What follows belongs to an exercise in optimizing a design on an open flow for small area, a short achievable clock period and few clock cycles; a production flow would make more cautious choices. RTL that was checked went through simulation tests only; none was proved equivalent to the original. Power and IR drop assume default switching activity.

## alu_arbiter
module alu_arbiter #(
  parameter int MUL_LAT = 3
) (
  input  logic        clk,
  input  logic        reset,
  input  logic        i_reqA_valid,
  input  logic        i_reqB_valid,
  output logic        o_reqA_ready,
  output logic        o_reqB_ready,
  input  logic [31:0] i_reqA_op1,
  input  logic [31:0] i_reqA_op2,
  input  logic [31:0] i_reqB_op1,
  input  logic [31:0] i_reqB_op2,
  input  logic [3:0]  i_reqA_sel,
  input  logic [3:0]  i_reqB_sel,
  output logic        o_rsp_valid,
  input  logic        i_rsp_ready,
  output logic        o_rsp_id,
  output logic [31:0] o_rsp_data,
  output logic        o_rsp_zflag,
  output logic        o_busy
);
==> flow/config.mk <==
export PLATFORM = sky130hd
export DESIGN_NAME = alu_arbiter
export DESIGN_NICKNAME = alu_arbiter
export VERILOG_FILES = /design/flow/design.v
export SDC_FILE = /design/flow/constraint.sdc
export NUM_CORES = 4
export LEC_CHECK = 0
export ABC_AREA = 1
export ABC_CLOCK_PERIOD_IN_PS = 4700
export CAP_MARGIN = 20
export CORE_MARGIN = 2
export CORE_UTILIZATION = 40
export SETUP_SLACK_MARGIN = 4.8
export SLEW_MARGIN = 20
==> flow/constraint.sdc <==
create_clock -name core_clock -period 9.5 [get_ports {clk}]
set_input_delay 1.9000 -clock core_clock [delete_from_list [all_inputs] [get_ports {clk}]]
set_output_delay 1.9000 -clock core_clock [all_outputs]
set_load 0.01 [all_outputs]
standard.sh (not shown) runs the stock make flow with config.mk's settings and CLKGATE_MAP_FILE= SYNTH_SCRIPT=/design/flow/synth_recipe.tcl, a recipe that flattens the netlist after the stock synthesis.
==> flow/flow/run.sh <==
#!/bin/bash
# Standard ORFS layout with two changes:
#  - after the standard synthesis, polarity.py removes inverters (it picks the
#    polarity of each full adder and XOR gate, both of which can absorb an
#    inversion, and splits half adders whose inputs are both inverted);
#    registers, ports and all other cells are unchanged;
#  - the port buffers are buf_1 cells (the resizer may upsize them) instead
#    of the default delay-buffer cell.
set -euo pipefail
R=orfs/results/${FLOW_PLATFORM}/alu_arbiter/base
bash standard.sh synth > log_synth.txt 2>&1
python3 flow/polarity.py $R/1_2_yosys.v $R/1_2_yosys.pol.v > log_polarity.txt 2>&1
mv $R/1_2_yosys.pol.v $R/1_2_yosys.v
rm -f $R/1_synth.odb $R/1_synth.sdc
bash standard.sh BUFFER_PORTS_ARGS="-buffer_cell sky130_fd_sc_hd__buf_1" finish > log_layout.txt 2>&1
Other scripts of this flow, unchanged in this note and not shown: flow/flow/polarity.py
Testbench counts at the start, summed over its fixed seeds: cycles 2,416.
Rerun with:
--- a/flow/design.v
+++ b/flow/design.v
@@ -27,14 +27,19 @@
   logic        is_mul, is_add, is_sub, is_and, is_or, is_slt;
   logic [31:0] ax, ay;
   logic [15:0] d_one, d_two, d_neg;
   logic        v1, id1;      
   logic        pick;         
   logic        qa, qb;       
   logic [31:0] ma;           
+  logic [31:0] ma_n;         
+  logic [15:0] bo_n, bt_n;   
+  assign ma = ~ma_n;
+  assign bo = ~bo_n;
+  assign bt = ~bt_n;
   logic [31:0] ay1;          
   logic        cin1;         
   logic [15:0] bo, bt, bn;   
   logic        v2, id2;      
   logic        cin2;
   assign cap_b   = v1 ? ~id1 : pick;
   assign cap_v   = cap_b ? i_reqB_valid : i_reqA_valid;
@@ -84,19 +89,19 @@
       pick <= v1 ? id1 : ~pick;
       if (accept) last_b <= id1;
       if (!stall) v2 <= accept;
     end
   end
   always_ff @(posedge clk) begin
     id1  <= cap_b;
-    ma   <= ax;
+    ma_n <= ~ax;
     ay1  <= ay;
     cin1 <= is_sub;
-    bo   <= d_one;
-    bt   <= d_two;
+    bo_n <= ~d_one;
+    bt_n <= ~d_two;
     bn   <= d_neg;
   end
   wire pp0_0 = (bo[0] & ma[0]) ^ bn[0];
   wire pp0_1 = ((bo[0] & ma[1]) | (bt[0] & ma[0])) ^ bn[0];
   wire pp0_2 = ((bo[0] & ma[2]) | (bt[0] & ma[1])) ^ bn[0];
   wire pp0_3 = ((bo[0] & ma[3]) | (bt[0] & ma[2])) ^ bn[0];
   wire pp0_4 = ((bo[0] & ma[4]) | (bt[0] & ma[3])) ^ bn[0];
Effect: Core utilization fell by 0.26 points. Setup slack is worse by 0.029 ns. Cell area came out lower by about 0.8%. Maximum frequency came out lower by about 0.6%. Final cell count goes down by 1.5%. Wire length went down by about 5%. Combinational power drops by 10%. Hold slack improves by 0.030 ns.
Testbench counts after the change, summed over its fixed seeds: cycles 2,416.

* * *

## run 1
alu_arbiter, a different RTL version from the one above (not shown whole).
Size in the first run: ~2600 cells after synthesis, ~180 I/O pins, ~0.023 mm2 of cells after synthesis.
==> flow/config.mk <==
export PLATFORM = sky130hd
export DESIGN_NAME = alu_arbiter
export DESIGN_NICKNAME = alu_arbiter
export VERILOG_FILES = /design/flow/design.v
export SDC_FILE = /design/flow/constraint.sdc
export NUM_CORES = 4
export LEC_CHECK = 0
export ABC_AREA = 1
export ABC_CLOCK_PERIOD_IN_PS = 4500
export CAP_MARGIN = 20
export CORE_MARGIN = 2
export CORE_UTILIZATION = 40
export SETUP_SLACK_MARGIN = 5.0
export SLEW_MARGIN = 20
==> flow/constraint.sdc <==
create_clock -name core_clock -period 9.5 [get_ports {clk}]
set_input_delay 1.9000 -clock core_clock [delete_from_list [all_inputs] [get_ports {clk}]]
set_output_delay 1.9000 -clock core_clock [all_outputs]
set_load 0.01 [all_outputs]
==> flow/flow/run.sh <==
#!/bin/bash
# Standard ORFS layout with two changes:
#  - after the standard synthesis, fa_flip.py removes inverters around the
#    full-adder cells (a full adder is self-dual, so each one may be used in
#    inverted form); registers, ports and all other cells are unchanged;
#  - the port buffers are buf_1 cells (the resizer may upsize them) instead
#    of the default delay-buffer cell.
set -euo pipefail
R=orfs/results/${FLOW_PLATFORM}/alu_arbiter/base
bash standard.sh synth > log_synth.txt 2>&1
python3 flow/fa_flip.py $R/1_2_yosys.v $R/1_2_yosys.flip.v > log_faflip.txt 2>&1
mv $R/1_2_yosys.flip.v $R/1_2_yosys.v
rm -f $R/1_synth.odb $R/1_synth.sdc
bash standard.sh BUFFER_PORTS_ARGS="-buffer_cell sky130_fd_sc_hd__buf_1" finish > log_layout.txt 2>&1
Other scripts of this flow, unchanged in this note and not shown: flow/flow/fa_flip.py
Testbench counts of run 1, summed over its fixed seeds: cycles 2,416.
The following lists how run 2 was set up differently from run 1:
diff --git a/flow/design.v b/flow/design.v
--- a/flow/design.v
+++ b/flow/design.v
@@ -12,48 +12,58 @@
   input  logic [31:0] i_reqB_op1,
   input  logic [31:0] i_reqB_op2,
   input  logic [3:0]  i_reqA_sel,
   input  logic [3:0]  i_reqB_sel,
   output logic        o_rsp_valid,
   input  logic        i_rsp_ready,
   output logic        o_rsp_id,
   output logic [31:0] o_rsp_data,
   output logic        o_rsp_zflag,
   output logic        o_busy
 );
   logic        last_b;       
-  logic        grant_b, stall, accept;
+  logic        cap_b, cap_v, other_v, stall, acc_ok, accept;
   logic [31:0] a, b;
   logic [3:0]  sel;
   logic        is_mul, is_add, is_sub, is_and, is_or, is_slt;
   logic [31:0] ax, ay;
   logic [15:0] d_one, d_two, d_neg;
   logic        v1, id1;      
   logic [31:0] ma;           
   logic [31:0] ay1;          
   logic        cin1;         
   logic [15:0] bo, bt, bn;   
   logic        v2, id2;      
   logic        cin2;
-  assign grant_b      = i_reqB_valid & (~i_reqA_valid | ~last_b);
+  assign other_v = id1 ? i_reqA_valid : i_reqB_valid;
+  always_comb begin
+    if (v1) begin
+      cap_v = other_v;
+      cap_b = ~id1;
+    end else begin
+      cap_v = i_reqA_valid | i_reqB_valid;
+      cap_b = i_reqB_valid & (~i_reqA_valid | ~last_b);
+    end
+  end
   assign stall        = v2 & ~i_rsp_ready;
-  assign o_reqA_ready = ~reset & ~stall & i_reqA_valid & ~grant_b;
-  assign o_reqB_ready = ~reset & ~stall & grant_b;
+  assign acc_ok       = v1 & ~stall & ~reset & ~(other_v & (last_b == id1));
+  assign o_reqA_ready = acc_ok & ~id1 & i_reqA_valid;
+  assign o_reqB_ready = acc_ok & id1 & i_reqB_valid;
   assign accept       = o_reqA_ready | o_reqB_ready;
   assign o_rsp_valid  = v2;
   assign o_rsp_id     = id2;
-  assign o_busy       = v1 | v2;
-  assign a   = grant_b ? i_reqB_op1 : i_reqA_op1;
-  assign b   = grant_b ? i_reqB_op2 : i_reqA_op2;
-  assign sel = grant_b ? i_reqB_sel : i_reqA_sel;
+  assign o_busy       = v2;
+  assign a   = cap_b ? i_reqB_op1 : i_reqA_op1;
+  assign b   = cap_b ? i_reqB_op2 : i_reqA_op2;
+  assign sel = cap_b ? i_reqB_sel : i_reqA_sel;
   assign is_and = (sel == 4'b0000);
   assign is_or  = (sel == 4'b0001);
   assign is_add = (sel == 4'b0010);
   assign is_mul = (sel == 4'b0011);
   assign is_sub = (sel == 4'b0110);
   assign is_slt = (sel == 4'b0111);
   assign ax = ({32{is_add | is_sub | is_mul}} & a) | ({32{is_and}} & (a & b)) |
               ({32{is_or}} & (a | b)) | {31'b0, is_slt & (a < b)};
   assign ay = ({32{is_add}} & b) | ({32{is_sub}} & ~b);
   always_comb begin
     for (int i = 0; i < 16; i++) begin
       logic b1, b0, bm;
@@ -62,40 +72,38 @@
       bm = (i == 0) ? 1'b0 : b[2*i-1];
       d_one[i] = is_mul & (b0 ^ bm);
       d_two[i] = is_mul & ((b1 & ~b0 & ~bm) | (~b1 & b0 & bm));
       d_neg[i] = is_mul & b1;
     end
     d_one[0] = ~is_mul | (b[0]);
   end
   always_ff @(posedge clk or posedge reset) begin
     if (reset) begin
       last_b <= 1'b1;
       v1     <= 1'b0;
       v2     <= 1'b0;
-    end else if (!stall) begin
-      if (accept) last_b <= grant_b;
-      v1 <= accept;
-      v2 <= v1;
+    end else begin
+      v1 <= cap_v;
+      if (accept) last_b <= id1;
+      if (!stall) v2 <= accept;
     end
   end
   always_ff @(posedge clk) begin
-    if (!stall) begin
-      id1  <= grant_b;
-      ma   <= ax;
-      ay1  <= ay;
-      cin1 <= is_sub;
-      bo   <= d_one;
-      bt   <= d_two;
-      bn   <= d_neg;
-    end
+    id1  <= cap_b;
+    ma   <= ax;
+    ay1  <= ay;
+    cin1 <= is_sub;
+    bo   <= d_one;
+    bt   <= d_two;
+    bn   <= d_neg;
   end
   wire pp0_0 = (bo[0] & ma[0]) ^ bn[0];
   wire pp0_1 = ((bo[0] & ma[1]) | (bt[0] & ma[0])) ^ bn[0];
   wire pp0_2 = ((bo[0] & ma[2]) | (bt[0] & ma[1])) ^ bn[0];
   wire pp0_3 = ((bo[0] & ma[3]) | (bt[0] & ma[2])) ^ bn[0];
   wire pp0_4 = ((bo[0] & ma[4]) | (bt[0] & ma[3])) ^ bn[0];
   wire pp0_5 = ((bo[0] & ma[5]) | (bt[0] & ma[4])) ^ bn[0];
   wire pp0_6 = ((bo[0] & ma[6]) | (bt[0] & ma[5])) ^ bn[0];
   wire pp0_7 = ((bo[0] & ma[7]) | (bt[0] & ma[6])) ^ bn[0];
   wire pp0_8 = ((bo[0] & ma[8]) | (bt[0] & ma[7])) ^ bn[0];
   wire pp0_9 = ((bo[0] & ma[9]) | (bt[0] & ma[8])) ^ bn[0];
   wire pp0_10 = ((bo[0] & ma[10]) | (bt[0] & ma[9])) ^ bn[0];
==> notes.md <==
- | worst setup slack | run 2 vs run 1 | 0.15 ns lower |
- The sequential share of cell area of run 2 is lower than that of run 1.
- Run 1 -> run 2: sum of internal, switching and leakage power decreased by more than 10%
- Vias: run 2 below run 1
- In run 2, minimum period implied by the final worst setup slack is higher than in run 1.
- Per the comparison of run 2 with run 1, sum of negative setup slack closely matched the old numbers; overall die width decreased by 1.9% relative to the old numbers; via count normalized by instance count increased by about 0.7% relative to the old numbers; worst hold slack decreased by 0.0062 ns relative to the old numbers.
Function not checked in run 2: the RTL went through the layout flow alone.

## what the ideal ports hide
How much do the figures lean on ideal ports? The routed layouts below were timed once more, with nothing changed but the port constraints. Step 1, drivers: a clkbuf_16 drives clk and a buf_2 each remaining input, both assumed. Step 2 moves the port delays by t, midway between the first and last clock arrival at a register: inputs arrive t later, outputs are due t later. That takes back most of the time a late clock gives input paths. a / b / c = ideal / step 1 / step 2; a / b = the first two.
run | t, ns | setup WS [ns] | latest minus earliest clock arrival (ns) | slew at the worst register clock pin (ns) | pins driven straight from the clock port
the first run of note 1 | 0.508 | 4.918 / 4.878 / 4.892 | 0.016 / 0.016 | 0.08 / 0.08 | 1
the second run of note 1 | 0.514 | 4.889 / 4.866 / 4.866 | 0.012 / 0.013 | 0.08 / 0.08 | 1
run 1 | 0.532 | 4.983 / 4.926 / 4.733 | 0.014 / 0.013 | 0.08 / 0.08 | 1
run 2 | 0.518 | 4.832 / 4.790 / 4.752 | 0.021 / 0.021 | 0.09 / 0.09 | 1
After both steps setup and hold are still met in every run listed. The setup slack of run 1, which loses most, moves by -0.057 ns with the drivers and by -0.250 ns with both steps.
